Source: an optimization exercise on an open RTL-to-GDS flow (aim: small area). Production flows keep margins and buffers that such runs may drop.
In this exercise RTL edits were held to simulation tests only and were not proved equivalent to the original.

==> flow/flow/presize.tcl <==
# Upsize the drivers of slow nets within their own cell family (nor2_1 ->
# nor2_2 -> nor2_4 ...) until the worst slew on the net is under the target,
# before repair_design runs; repair_design then has little left to buffer.
# Flip-flop outputs go first, since their slews feed the other drivers.
proc presize_pin_slew { pin } {
  return [expr { max([get_property $pin slew_max_rise], [get_property $pin slew_max_fall]) }]
}
proc presize_net_slew { net } {
  set worst 0.0
  foreach p [get_pins -of_objects $net] {
    set worst [expr { max($worst, [presize_pin_slew $p]) }]
  }
  return $worst
}
set presize_target 1.25
if { [info exists ::env(PRESIZE_TARGET)] } { set presize_target $::env(PRESIZE_TARGET) }
set presize_sizes {1 2 4 8}
set presize_n 0
estimate_parasitics -placement

set presize_first {}
set presize_rest {}
foreach cell [get_cells *] {
  set ref [get_property $cell ref_name]
  if { [string match "*buf*" $ref] || [string match "*tap*" $ref] } { continue }
  if { [string match "*__df*" $ref] } { lappend presize_first $cell } else { lappend presize_rest $cell }
}
for { set pass 0 } { $pass < 2 } { incr pass } {
  set presize_fail 0
  foreach cell [concat $presize_first $presize_rest] {
    set name [get_full_name $cell]
    set master [get_property $cell ref_name]
    if { ![regexp {^(.*)_([0-9]+)$} $master -> base cur] } { continue }
    foreach opin [get_pins -of_objects $cell -filter "direction == output"] {
      set net [get_nets -quiet -of_objects $opin]
      if { $net == "" } { continue }
      if { [presize_net_slew $net] <= $presize_target } { continue }
      set done 0
      foreach s $presize_sizes {
        if { $s <= $cur } { continue }
        set lc [get_lib_cells -quiet "*/${base}_$s"]
        if { [llength $lc] == 0 } { continue }
        set lc [lindex $lc 0]
        if { [get_property $lc dont_use] } { continue }
        replace_cell $name [get_name $lc]
        set cur $s
        incr presize_n
        if { [presize_net_slew $net] <= $presize_target } { set done 1; break }
      }
      if { $done && [info exists ::env(PRESIZE_MAX_DELTA)] } {
        set a0 [get_property [lindex [get_lib_cells "*/$master"] 0] area]
        set a1 [get_property [lindex [get_lib_cells "*/${base}_$cur"] 0] area]
        if { $a1 - $a0 > $::env(PRESIZE_MAX_DELTA) } {
          replace_cell $name $master
          regexp {_([0-9]+)$} $master -> cur
          set done 0
        }
      }
      if { !$done } {
        # No size of this family is enough: restore it, repair_design buffers the net.
        if { [info exists ::env(PRESIZE_REVERT)] } { replace_cell $name $master; regexp {_([0-9]+)$} $master -> cur }
        incr presize_fail
        if { [info exists ::env(PRESIZE_DEBUG)] } { puts "presize-fail: $master -> [get_property [get_cells $name] ref_name] slew [presize_net_slew $net]" }
      }
    }
  }
}
puts "presize: $presize_n resizes, $presize_fail nets still above $presize_target ns"
==> flow/flow/run.sh <==
#!/bin/bash
# Layout flow: the standard ORFS flow (standard.sh) with these changes:
#   - before that repair, presize.tcl upsizes the drivers of slow nets within
#     their cell family, so that repair_design has little left to buffer;
#   - CTS without dummy loads, from clkbuf_8, with clusters of up to 14 sinks;
#   - ports buffered with buf_1 instead of the resizer's default choice;
#   - no power recovery (it would undo the upsizing of the high-fanout
#     inverters and break the slew limits).
# The make output goes to flow_make.log; ORFS's per-step logs are under orfs/logs/.
set -uo pipefail
here=$(pwd)
export REMOVE_ABC_BUFFERS=1
export PRE_RESIZE_TCL="$here/flow/presize.tcl"
export PRESIZE_TARGET=1.3
export CTS_ARGS="-sink_clustering_enable -repair_clock_nets -dont_use_dummy_load -sink_clustering_size 14 -sink_clustering_max_diameter 60 -buf_list {sky130_fd_sc_hd__clkbuf_8}"
export BUFFER_PORTS_ARGS="-buffer_cell sky130_fd_sc_hd__buf_1"
export RECOVER_POWER=0
bash standard.sh finish > flow_make.log 2>&1
status=$?
tail -40 flow_make.log
exit $status
==> flow/standard.sh <==
#!/bin/bash
# synth_recipe.tcl (not shown) runs the flow's synth.tcl, then flattens the netlist and writes it again
# the make line also repeats each setting of config.mk as NAME=value (left out here)
make -C /OpenROAD-flow-scripts/flow DESIGN_CONFIG=/design/flow/config.mk WORK_HOME=/design/flow/orfs CLKGATE_MAP_FILE= SYNTH_SCRIPT=/design/flow/synth_recipe.tcl "${@:-finish}"
==> flow/design.v <==
package regfile_mp_pkg;
    localparam int DATA_WIDTH_DEF = 32;
    localparam int ADDR_WIDTH_DEF = 5;
    localparam int ZERO_REG       = 0;
    typedef enum logic {
        ST_INIT = 1'b0,
        ST_RUN  = 1'b1
    } rf_state_e;
endpackage
module regfile_read_port
#(
    parameter int DATA_WIDTH = regfile_mp_pkg::DATA_WIDTH_DEF,
    parameter int ADDR_WIDTH = regfile_mp_pkg::ADDR_WIDTH_DEF,
    parameter int DEPTH      = 1 << ADDR_WIDTH
) (
    input  logic                            run,
    input  logic                            phase,
    input  logic [ADDR_WIDTH-1:0]           raddr,
    input  logic [(DEPTH-1)*DATA_WIDTH-1:0] mem_vec,
    input  logic [DEPTH-1:1]                busy_vec,
    input  logic                            we0,
    input  logic [ADDR_WIDTH-1:0]           waddr0,
    input  logic [DATA_WIDTH-1:0]           wdata0,
    input  logic                            we1,
    input  logic [ADDR_WIDTH-1:0]           waddr1,
    input  logic [DATA_WIDTH-1:0]           wdata1,
    output logic [DATA_WIDTH-1:0]           rdata,
    output logic                            rbusy
);
    localparam int NT = DEPTH + 1;    
    logic [NT-1:0] sel;
    logic          pv;
    regfile_read_sel #(
        .ADDR_WIDTH (ADDR_WIDTH),
        .DEPTH      (DEPTH)
    ) u_sel (
        .run    (run),
        .phase  (phase),
        .raddr  (raddr),
        .we0    (we0),
        .waddr0 (waddr0),
        .we1    (we1),
        .waddr1 (waddr1),
        .sel    (sel),
        .pv     (pv)
    );
    for (genvar b = 0; b < DATA_WIDTH; b++) begin : g_bit
        logic [NT-1:0] col;
        for (genvar a = 1; a < DEPTH; a++) begin : g_col
            assign col[a-1] = mem_vec[(a-1)*DATA_WIDTH + b];
        end
        assign col[NT-2] = wdata1[b];
        assign col[NT-1] = wdata0[b];
        regfile_aoxor #(.N(NT)) u_bit (
            .sel (sel),
            .d   (col),
            .p   (pv),
            .y   (rdata[b])
        );
    end
    regfile_aoxor #(.N(DEPTH-1), .XORP(1'b0)) u_busy (
        .sel (sel[DEPTH-2:0]),
        .d   (busy_vec),
        .p   (1'b0),
        .y   (rbusy)
    );
endmodule
module regfile_read_sel
#(
    parameter int ADDR_WIDTH = regfile_mp_pkg::ADDR_WIDTH_DEF,
    parameter int DEPTH      = 1 << ADDR_WIDTH
) (
    input  logic                  run,
    input  logic                  phase,
    input  logic [ADDR_WIDTH-1:0] raddr,
    input  logic                  we0,
    input  logic [ADDR_WIDTH-1:0] waddr0,
    input  logic                  we1,
    input  logic [ADDR_WIDTH-1:0] waddr1,
    output logic [DEPTH:0]        sel,
    output logic                  pv
);
    localparam int LO = ADDR_WIDTH / 2 + 1;       
    localparam int HI = ADDR_WIDTH - LO;
    logic [(1<<HI)-1:0] qh;    
    logic [(1<<LO)-1:0] ql;    
    logic               byp1_n, byp0_n, pv_n;
    regfile_read_ctl #(
        .ADDR_WIDTH (ADDR_WIDTH),
        .LO         (LO)
    ) u_ctl (
        .run    (run),
        .phase  (phase),
        .raddr  (raddr),
        .we0    (we0),
        .waddr0 (waddr0),
        .we1    (we1),
        .waddr1 (waddr1),
        .qh     (qh),
        .ql     (ql),
        .byp1_n (byp1_n),
        .byp0_n (byp0_n),
        .pv_n   (pv_n)
    );
    for (genvar a = 1; a < DEPTH; a++) begin : g_ent
        logic s_n;
        regfile_g_nand2 u_n (.a (qh[a >> LO]), .b (ql[a % (1 << LO)]), .y (s_n));
        regfile_g_inv   u_d (.a (s_n), .y (sel[a-1]));
    end
    regfile_g_inv u_b1 (.a (byp1_n), .y (sel[DEPTH-1]));
    regfile_g_inv u_b0 (.a (byp0_n), .y (sel[DEPTH]));
    regfile_g_inv u_pv (.a (pv_n),   .y (pv));
endmodule
module regfile_read_ctl
#(
    parameter int ADDR_WIDTH = regfile_mp_pkg::ADDR_WIDTH_DEF,
    parameter int LO         = 3
) (
    input  logic                             run,
    input  logic                             phase,
    input  logic [ADDR_WIDTH-1:0]            raddr,
    input  logic                             we0,
    input  logic [ADDR_WIDTH-1:0]            waddr0,
    input  logic                             we1,
    input  logic [ADDR_WIDTH-1:0]            waddr1,
    output logic [(1<<(ADDR_WIDTH-LO))-1:0]  qh,
    output logic [(1<<LO)-1:0]               ql,
    output logic                             byp1_n,
    output logic                             byp0_n,
    output logic                             pv_n
);
    localparam int HI = ADDR_WIDTH - LO;
    logic valid, byp1, byp0, arr;
    assign valid = run && (raddr != ADDR_WIDTH'(regfile_mp_pkg::ZERO_REG));
    assign byp1  = valid && we1 && (waddr1 == raddr);
    assign byp0  = valid && !byp1 && we0 && (waddr0 == raddr);
    assign arr    = valid && !byp1 && !byp0;
    assign byp1_n = !byp1;
    assign byp0_n = !byp0;
    assign pv_n   = !(valid && phase);
    always_comb begin
        for (int k = 0; k < (1 << HI); k++) begin
            qh[k] = arr && (raddr[ADDR_WIDTH-1:LO] == HI'(k));
        end
        for (int j = 0; j < (1 << LO); j++) begin
            ql[j] = (raddr[LO-1:0] == LO'(j));
        end
    end
endmodule
module regfile_aoxor
#(
    parameter int N    = 33,
    parameter bit XORP = 1'b1     
) (
    input  logic [N-1:0] sel,
    input  logic [N-1:0] d,
    input  logic         p,
    output logic         y
);
    localparam int NG = (N + 2) / 3;         
    localparam int NH = (NG + 3) / 4;        
    logic [3*NG-1:0] s_pad, d_pad;
    logic [NG-1:0]   g;
    logic [4*NH-1:0] g_pad;
    logic [2:0]      h;
    assign s_pad = {{(3*NG-N){1'b0}}, sel};
    assign d_pad = {{(3*NG-N){1'b0}}, d};
    for (genvar i = 0; i < NG; i++) begin : g_aoi
        if (3*i + 2 < N) begin : g_3
            regfile_g_aoi222 u (
                .a1 (s_pad[3*i]),   .b1 (d_pad[3*i]),
                .a2 (s_pad[3*i+1]), .b2 (d_pad[3*i+1]),
                .a3 (s_pad[3*i+2]), .b3 (d_pad[3*i+2]),
                .y  (g[i])
            );
        end else if (3*i + 1 < N) begin : g_2
            regfile_g_aoi22 u (
                .a1 (s_pad[3*i]),   .b1 (d_pad[3*i]),
                .a2 (s_pad[3*i+1]), .b2 (d_pad[3*i+1]),
                .y  (g[i])
            );
        end else begin : g_1
            regfile_g_nand2 u (.a (s_pad[3*i]), .b (d_pad[3*i]), .y (g[i]));
        end
    end
    assign g_pad = {{(4*NH-NG){1'b1}}, g};
    for (genvar j = 0; j < 3; j++) begin : g_nand
        if (j < NH) begin : g_n
            if (4*j + 3 < NG) begin : g_4
                regfile_g_nand4 u (
                    .a (g_pad[4*j]), .b (g_pad[4*j+1]), .c (g_pad[4*j+2]), .d (g_pad[4*j+3]),
                    .y (h[j])
                );
            end else if (4*j + 2 < NG) begin : g_3
                regfile_g_nand3 u (.a (g_pad[4*j]), .b (g_pad[4*j+1]), .c (g_pad[4*j+2]), .y (h[j]));
            end else if (4*j + 1 < NG) begin : g_2
                regfile_g_nand2 u (.a (g_pad[4*j]), .b (g_pad[4*j+1]), .y (h[j]));
            end else begin : g_1
                assign h[j] = !g_pad[4*j];
            end
        end else begin : g_z
            assign h[j] = 1'b0;
        end
    end
    if (XORP) begin : g_x
        logic o;
        regfile_g_or3  u_or  (.a (h[0]), .b (h[1]), .c (h[2]), .y (o));
        regfile_g_xor2 u_out (.a (o), .b (p), .y (y));
    end else begin : g_o
        logic unused_p;
        assign unused_p = p;
        regfile_g_or3 u_out (.a (h[0]), .b (h[1]), .c (h[2]), .y (y));
    end
endmodule
module regfile_g_aoi222 (
    input  logic a1, b1, a2, b2, a3, b3,
    output logic y
);
    assign y = !((a1 && b1) || (a2 && b2) || (a3 && b3));
endmodule
module regfile_g_aoi22 (
    input  logic a1, b1, a2, b2,
    output logic y
);
    assign y = !((a1 && b1) || (a2 && b2));
endmodule
module regfile_g_nand2 (
    input  logic a, b,
    output logic y
);
    assign y = !(a && b);
endmodule
module regfile_g_nand3 (
    input  logic a, b, c,
    output logic y
);
    assign y = !(a && b && c);
endmodule
module regfile_g_nand4 (
    input  logic a, b, c, d,
    output logic y
);
    assign y = !(a && b && c && d);
endmodule
module regfile_g_xor2 (
    input  logic a, b,
    output logic y
);
    assign y = a ^ b;
endmodule
module regfile_g_nor2 (
    input  logic a, b,
    output logic y
);
    assign y = !(a || b);
endmodule
module regfile_g_or3 (
    input  logic a, b, c,
    output logic y
);
    assign y = a || b || c;
endmodule
module regfile_g_inv (
    input  logic a,
    output logic y
);
    assign y = !a;
endmodule
module regfile_g_andxor (
    input  logic a, b, c,
    output logic y
);
    assign y = (a && b) ^ c;
endmodule
module regfile_mp
#(
    parameter int DATA_WIDTH = regfile_mp_pkg::DATA_WIDTH_DEF,
    parameter int ADDR_WIDTH = regfile_mp_pkg::ADDR_WIDTH_DEF,
    parameter int NUM_READ   = 2
) (
    input  logic                           clk,
    input  logic                           rst_n,
    input  logic [NUM_READ*ADDR_WIDTH-1:0] raddr,
    output logic [NUM_READ*DATA_WIDTH-1:0] rdata,
    output logic [NUM_READ-1:0]            rbusy,
    input  logic                           we0,
    input  logic                           we1,
    input  logic [ADDR_WIDTH-1:0]          waddr0,
    input  logic [ADDR_WIDTH-1:0]          waddr1,
    input  logic [DATA_WIDTH-1:0]          wdata0,
    input  logic [DATA_WIDTH-1:0]          wdata1,
    input  logic                           rsv_en,
    input  logic [ADDR_WIDTH-1:0]          rsv_addr,
    output logic                           ready,
    output logic                           dbg_state
);
    localparam int DEPTH = 1 << ADDR_WIDTH;
    logic [ADDR_WIDTH:0] cnt_q;
    logic                run;
    assign run = cnt_q[ADDR_WIDTH];
    always_ff @(posedge clk or negedge rst_n) begin
        if (!rst_n) begin
            cnt_q <= '0;
        end else if (!run) begin
            cnt_q <= cnt_q + 1'b1;
        end
    end
    logic ph_q;
    always_ff @(posedge clk or negedge rst_n) begin
        if (!rst_n) begin
            ph_q <= 1'b0;
        end else begin
            ph_q <= !ph_q;
        end
    end
    logic [DATA_WIDTH-1:0] lane1_ph, lane0_ph;
    regfile_lane_phase #(.DATA_WIDTH(DATA_WIDTH)) u_lph (
        .run      (run),
        .phase    (ph_q),
        .wdata0   (wdata0),
        .wdata1   (wdata1),
        .lane0_ph (lane0_ph),
        .lane1_ph (lane1_ph)
    );
    logic [DEPTH-1:1] sel1, sel0, hold, rsv;
    regfile_write_sel #(
        .ADDR_WIDTH (ADDR_WIDTH),
        .DEPTH      (DEPTH)
    ) u_wsel (
        .run      (run),
        .we0      (we0),
        .waddr0   (waddr0),
        .we1      (we1),
        .waddr1   (waddr1),
        .rsv_en   (rsv_en),
        .rsv_addr (rsv_addr),
        .sel1     (sel1),
        .sel0     (sel0),
        .hold     (hold),
        .rsv      (rsv)
    );
    logic [(DEPTH-1)*DATA_WIDTH-1:0] mem_q;    
    logic [DEPTH-1:1]                busy_q;
    for (genvar a = 1; a < DEPTH; a++) begin : g_ent
        logic [DATA_WIDTH-1:0] word_q, word_d;
        logic                  busy_bit_q, busy_bit_d;
        for (genvar b = 0; b < DATA_WIDTH; b++) begin : g_bit
            regfile_g_aoi222 u_nx (
                .a1 (sel1[a]), .b1 (lane1_ph[b]),
                .a2 (sel0[a]), .b2 (lane0_ph[b]),
                .a3 (hold[a]), .b3 (word_q[b]),
                .y  (word_d[b])
            );
        end
        regfile_g_ao21 u_busy (.a1 (busy_bit_q), .a2 (hold[a]), .b (rsv[a]), .y (busy_bit_d));
        always_ff @(posedge clk) begin
            word_q     <= word_d;
            busy_bit_q <= busy_bit_d;
        end
        assign mem_q[(a-1)*DATA_WIDTH +: DATA_WIDTH] = word_q;
        assign busy_q[a] = busy_bit_q;
    end
    for (genvar i = 0; i < NUM_READ; i++) begin : g_rd
        regfile_read_port #(
            .DATA_WIDTH (DATA_WIDTH),
            .ADDR_WIDTH (ADDR_WIDTH),
            .DEPTH      (DEPTH)
        ) u_rd (
            .run      (run),
            .phase    (ph_q),
            .raddr    (raddr[i*ADDR_WIDTH +: ADDR_WIDTH]),
            .mem_vec  (mem_q),
            .busy_vec (busy_q),
            .we0      (we0),
            .waddr0   (waddr0),
            .wdata0   (lane0_ph),
            .we1      (we1),
            .waddr1   (waddr1),
            .wdata1   (lane1_ph),
            .rdata    (rdata[i*DATA_WIDTH +: DATA_WIDTH]),
            .rbusy    (rbusy[i])
        );
    end
    assign ready     = run;
    assign dbg_state = run;
endmodule
module regfile_lane_phase
#(
    parameter int DATA_WIDTH = regfile_mp_pkg::DATA_WIDTH_DEF
) (
    input  logic                  run,
    input  logic                  phase,
    input  logic [DATA_WIDTH-1:0] wdata0,
    input  logic [DATA_WIDTH-1:0] wdata1,
    output logic [DATA_WIDTH-1:0] lane0_ph,
    output logic [DATA_WIDTH-1:0] lane1_ph
);
    localparam int NPH = 4;                        
    localparam int NRN = 2;                        
    localparam int PSEG = (DATA_WIDTH + NPH - 1) / NPH;
    localparam int RSEG = (DATA_WIDTH + NRN - 1) / NRN;
    logic [NPH-1:0] phase_n;
    logic           run_n;
    logic [NRN-1:0] run_c;
    for (genvar k = 0; k < NPH; k++) begin : g_ph
        regfile_g_inv u (.a (phase), .y (phase_n[k]));
    end
    regfile_g_inv u_run_n (.a (run), .y (run_n));
    for (genvar k = 0; k < NRN; k++) begin : g_run
        regfile_g_inv u (.a (run_n), .y (run_c[k]));
    end
    for (genvar b = 0; b < DATA_WIDTH; b++) begin : g_bit
        logic l1_n, l0_n;
        regfile_g_xor2     u_l1 (.a (wdata1[b]), .b (phase_n[b / PSEG]), .y (l1_n));
        regfile_g_andxor   u_l0 (.a (wdata0[b]), .b (run_c[b / RSEG]), .c (phase_n[b / PSEG]), .y (l0_n));
        regfile_g_inv      u_d1 (.a (l1_n), .y (lane1_ph[b]));
        regfile_g_inv      u_d0 (.a (l0_n), .y (lane0_ph[b]));
    end
endmodule
module regfile_write_sel
#(
    parameter int ADDR_WIDTH = regfile_mp_pkg::ADDR_WIDTH_DEF,
    parameter int DEPTH      = 1 << ADDR_WIDTH
) (
    input  logic                  run,
    input  logic                  we0,
    input  logic [ADDR_WIDTH-1:0] waddr0,
    input  logic                  we1,
    input  logic [ADDR_WIDTH-1:0] waddr1,
    input  logic                  rsv_en,
    input  logic [ADDR_WIDTH-1:0] rsv_addr,
    output logic [DEPTH-1:1]      sel1,
    output logic [DEPTH-1:1]      sel0,
    output logic [DEPTH-1:1]      hold,
    output logic [DEPTH-1:1]      rsv
);
    localparam int LO = ADDR_WIDTH / 2 + 1;
    localparam int HI = ADDR_WIDTH - LO;
    logic [(1<<HI)-1:0] p0h, p1h, nrh;
    logic [(1<<LO)-1:0] p0l, p1l, nrl;
    regfile_write_pre #(
        .ADDR_WIDTH (ADDR_WIDTH),
        .LO         (LO)
    ) u_pre (
        .run      (run),
        .we0      (we0),
        .waddr0   (waddr0),
        .we1      (we1),
        .waddr1   (waddr1),
        .rsv_en   (rsv_en),
        .rsv_addr (rsv_addr),
        .p0h      (p0h),
        .p0l      (p0l),
        .p1h      (p1h),
        .p1l      (p1l),
        .nrh      (nrh),
        .nrl      (nrl)
    );
    for (genvar a = 1; a < DEPTH; a++) begin : g_ent
        logic h0_n, h1_n, s0_n, hd_n;
        regfile_g_nand2 u_h0n (.a (p0h[a >> LO]), .b (p0l[a % (1 << LO)]), .y (h0_n));
        regfile_g_nand2 u_h1n (.a (p1h[a >> LO]), .b (p1l[a % (1 << LO)]), .y (h1_n));
        regfile_g_nand3 u_s0n (.a (p0h[a >> LO]), .b (p0l[a % (1 << LO)]), .c (h1_n), .y (s0_n));
        regfile_g_nand2 u_hdn (.a (h0_n), .b (h1_n), .y (hd_n));
        regfile_g_inv   u_s1  (.a (h1_n), .y (sel1[a]));
        regfile_g_inv   u_s0  (.a (s0_n), .y (sel0[a]));
        regfile_g_inv   u_hd  (.a (hd_n), .y (hold[a]));
        regfile_g_nor2  u_rsv (.a (nrh[a >> LO]), .b (nrl[a % (1 << LO)]), .y (rsv[a]));
    end
endmodule
module regfile_write_pre
#(
    parameter int ADDR_WIDTH = regfile_mp_pkg::ADDR_WIDTH_DEF,
    parameter int LO         = 3
) (
    input  logic                             run,
    input  logic                             we0,
    input  logic [ADDR_WIDTH-1:0]            waddr0,
    input  logic                             we1,
    input  logic [ADDR_WIDTH-1:0]            waddr1,
    input  logic                             rsv_en,
    input  logic [ADDR_WIDTH-1:0]            rsv_addr,
    output logic [(1<<(ADDR_WIDTH-LO))-1:0]  p0h,
    output logic [(1<<LO)-1:0]               p0l,
    output logic [(1<<(ADDR_WIDTH-LO))-1:0]  p1h,
    output logic [(1<<LO)-1:0]               p1l,
    output logic [(1<<(ADDR_WIDTH-LO))-1:0]  nrh,
    output logic [(1<<LO)-1:0]               nrl
);
    localparam int HI = ADDR_WIDTH - LO;
    always_comb begin
        for (int k = 0; k < (1 << HI); k++) begin
            p0h[k] = !run || (we0 && (waddr0[ADDR_WIDTH-1:LO] == HI'(k)));
            p1h[k] = run && we1 && (waddr1[ADDR_WIDTH-1:LO] == HI'(k));
            nrh[k] = !(run && rsv_en && (rsv_addr[ADDR_WIDTH-1:LO] == HI'(k)));
        end
        for (int j = 0; j < (1 << LO); j++) begin
            p0l[j] = !run || (waddr0[LO-1:0] == LO'(j));
            p1l[j] = (waddr1[LO-1:0] == LO'(j));
            nrl[j] = !(rsv_addr[LO-1:0] == LO'(j));
        end
    end
endmodule
module regfile_g_ao21 (
    input  logic a1, a2, b,
    output logic y
);
    assign y = (a1 && a2) || b;
endmodule
==> flow/config.mk <==
export PLATFORM = sky130hd
export DESIGN_NAME = regfile_mp
export DESIGN_NICKNAME = regfile_mp
export VERILOG_FILES = /design/flow/design.v
export SDC_FILE = /design/flow/constraint.sdc
export NUM_CORES = 4
export LEC_CHECK = 0
export CAP_MARGIN = 10
export CORE_MARGIN = 2
export CORE_UTILIZATION = 30
export GPL_TIMING_DRIVEN = 0
export PLACE_DENSITY = 0.4
export SLEW_MARGIN = 10
export SYNTH_HIERARCHICAL = 1
==> flow/constraint.sdc <==
create_clock -name core_clock -period 8.0 [get_ports {clk}]
set_input_delay 1.6000 -clock core_clock [delete_from_list [all_inputs] [get_ports {clk}]]
set_output_delay 1.6000 -clock core_clock [all_outputs]
set_load 0.01 [all_outputs]
==> notes.md <==
[final timing paths]
check / slack (ns) / to / depth (start not counted)
max in group asynchronous: 7.05 / cnt_q[3]$_DFFE_PN0N_ / 1
setup reg to reg: 3.81 / g_ent[12].word_q[3]$_DFF_P_ / 6
min in group asynchronous: 0.64 / cnt_q[4]$_DFFE_PN0N_ / 1
hold / removal: 0.48 / cnt_q[4]$_DFFE_PN0N_ / 1
hold reg to reg: 0.48 / cnt_q[4]$_DFFE_PN0N_ / 1
setup / recovery: -0.04 / rdata[57] / 12
[final cells by class]
cell class	instances	area share (%)
multi-input combinational	2518	45.6
sequential	1030	42.7
tap	1903	4.92
clock buffer	119	3.39
inverter	237	1.85
timing repair buffer	165	1.48
antenna	8	0.0414
[power by group through the flow]
stage               registers, µW  clock network [µW]  logic [µW]
finish                       6850                3310        2250
global route                 6950                3510        2330
CTS                          6800                3350        2160
detailed placement           6900                   0        2160
global placement             6890                   0        2120
floorplan                    6730                   0        1370
[cell usage in the layout, fill, tap and decap left out, types with 3 or more instances in the layout]
master and instances:
a21o_1 31, a222oi_1 1716, and3_1 4, and3b_1 7, buf_1 161, buf_16 4
clkbuf_8 119, dfrtp_1 7, dfxtp_1 1023, diode_2 8, inv_1 20, inv_2 214
inv_4 3, nand2_1 205, nand2b_1 3, nand3_1 100, nand3b_1 3, nand4_1 137
nand4b_1 4, nor2_1 40, nor3_1 5, nor3b_1 8, nor4b_2 4, o21ai_1 4
o21ai_2 3, o31ai_2 3, or3_1 70, xnor2_1 48, xor2_1 102
[routing by layer]
layer / track usage, % / share of wire, % / vias to the layer above
met1: 49.2 / 38 / 25700
met5: 0.715 / 0.052 / -
met4: 19.4 / 6.0 / 5
met3: 11.5 / 15 / 795
li1: - / - / 19200
met2: 51.4 / 41 / 4576
[per-stage QoR]
step	setup slack (ns)	util, %	hold slack (ns)	cells	cell area (µm²)
6_report	-0.0352	33.6	0.480	5980	48400
5_1_grt	0.00108	33.6	0.491	5975	48400
4_1_cts	0.167	33.5	0.482	5968	48200
3_5_place_dp	0.166	32.3	0.470	5849	46600
3_3_place_gp	-1.28	32.3	0.462	5849	46500
2_1_floorplan	2.31	-	0.446	3785	43500
[critical path, delay by kind of cell]
kind                   cells  cell delay (ns)
AND/OR/NAND/NOR            5             1.83
buffers and inverters      3             1.51
AO/OA/AOI/OAI              3             0.78
XOR/XNOR                   1             0.66
[flip-flops by register name (all words and copies together), names as in the netlist]
register / count
g_ent.word_q: 992
g_ent.busy_bit_q: 31
cnt_q: 6
ph_q: 1
[what timing repair did]
| item | CTS | global route |
|---|---|---|
| endpoints found under the setup margin | 0 | 2 |
| resized for setup | 0 | 6 |
| buffers inserted | 0 | 0 |
==> flow_summary.toml <==
[logic_synthesis]
yosysWarnings = 9
avgSynthCellArea_um2 = 11.5
synth_area_um2 = 43600
synthCells = 3798

[floorplanning]
die_w_um = 385
row_count = 139
die_h_um = 385
start_util_pct = 30.3
dieArea_um2 = 149000
ios = 162
coreArea_um2 = 144000

[layout]
area_delta_synth_final_pct = 10.9
fill_cells = 14800
multi_input_area_um2 = 22100
nets = 4166
drive_gt1_share_pct = 8.95
ff_latch_area_um2 = 20700

[clock_tree]
path_clk_slew_ns = 0.08
cts_buffers = 119
hold_buffers = 0
cts.sinks = 1030
clk_latency_ns = 0.92
cts_htree_levels = 3
cts_tree = "built"
clock_path_buffers = 3
cts_root_buf = "clkbuf_8"

[sta]
maxSlewViolCount = 0
fin_crit_sh_pct = 100
min_period_ns = 8.04
setup_viol = 1
rsz0062_at_grt = "no"
tns_ns = -0.0352
tightest_slew_ns = 1.43
hold_viol_final = 0
relSlewSlack_pct = 4.76
fin_skew_ns = 0.0759
setup_slack_ns = -0.0352
fmax_ghz = 0.124

[pwr]
power_leakage_uw = 0.0172
seqPwrFrac_pct = 55.2
peakVddDrop_v = 0.000122
swShare_pct = 32.7
power_density_nw_per_um2 = 256
combPwrFrac_pct = 18.1
intPower_uw = 8350
power.net_switching_uw = 4060
p_clk_share_pct = 26.7
p_total_uw = 12400

[grt]
grt_overflow = 0
antenna_found_initial = 5
track_usage_pct = 36.5
grt_pass1_wl_mm = 382
first_global_vias = 46300
grt_max_degree = 34

[worst_setup_path]
startpoint_type = "primary input"
endpoint_kind = "output pin"
cp_max_fo = 33
path_common_cell = "buf_1"
crit_type = "primary input to output pin"
cp.arrival_ns = 6.44
slowest_delay_ns = 0.92
worstPathRequired_ns = 6.40
r2r-start = "cnt_q[5]$_DFF_PN0_"
crit_start = "raddr[7]"
crit_slowest_cell = "inv_2"
worstPathCellList = "buf_1 -> nor3_1 -> a21boi_2 -> o21ai_4 -> nor4b_2 -> nand2_1 -> inv_2 -> a222oi_1 -> nand4_1 -> or3_1 -> xor2_1 -> buf_1"

[routing]
route.detailed.drc = 0
postRouteWirelength_mm = 288
via_per_inst = 8.41
postRouteAntennaNets = 0
wl_per_cell_um = 48.1
drtIter0Drc = 16000
dr.pass1.iters = 15
vias = 50300

[run]
drv_cap = 0

[placement]
portBuffers = 161
place_congestion = 0.969
hpwl_mm = 148

[run_status]
status = "complete, but fails checks"
check-failures = "negative setup slack"

[worst_hold_path]
hold_class = "register to register"
hp-start = "cnt_q[4]$_DFFE_PN0N_"

==> what the ideal ports hide <==
No port has a modelled driver above. Below, the same layout with a new extraction and two added sets of constraints. Step 1 assumes that a clkbuf_16 drives the clock port and a buf_2 every other input. Step 2 times the ports against the registers' clock, not the clock port: input delays grow and output delays shrink by t, the midpoint of the rising clock arrivals with the driver on. Slacks: no drivers / after step 1 / after step 2; pairs: no drivers / after step 1.
t, ns: 0.947
setup WS [ns]: -0.035 / -0.058 / -0.058
worst hold slack (ns): 0.480 / 0.480 / 0.480
The setup slack of this run moves by -0.023 ns with the drivers and by -0.023 ns with both steps.
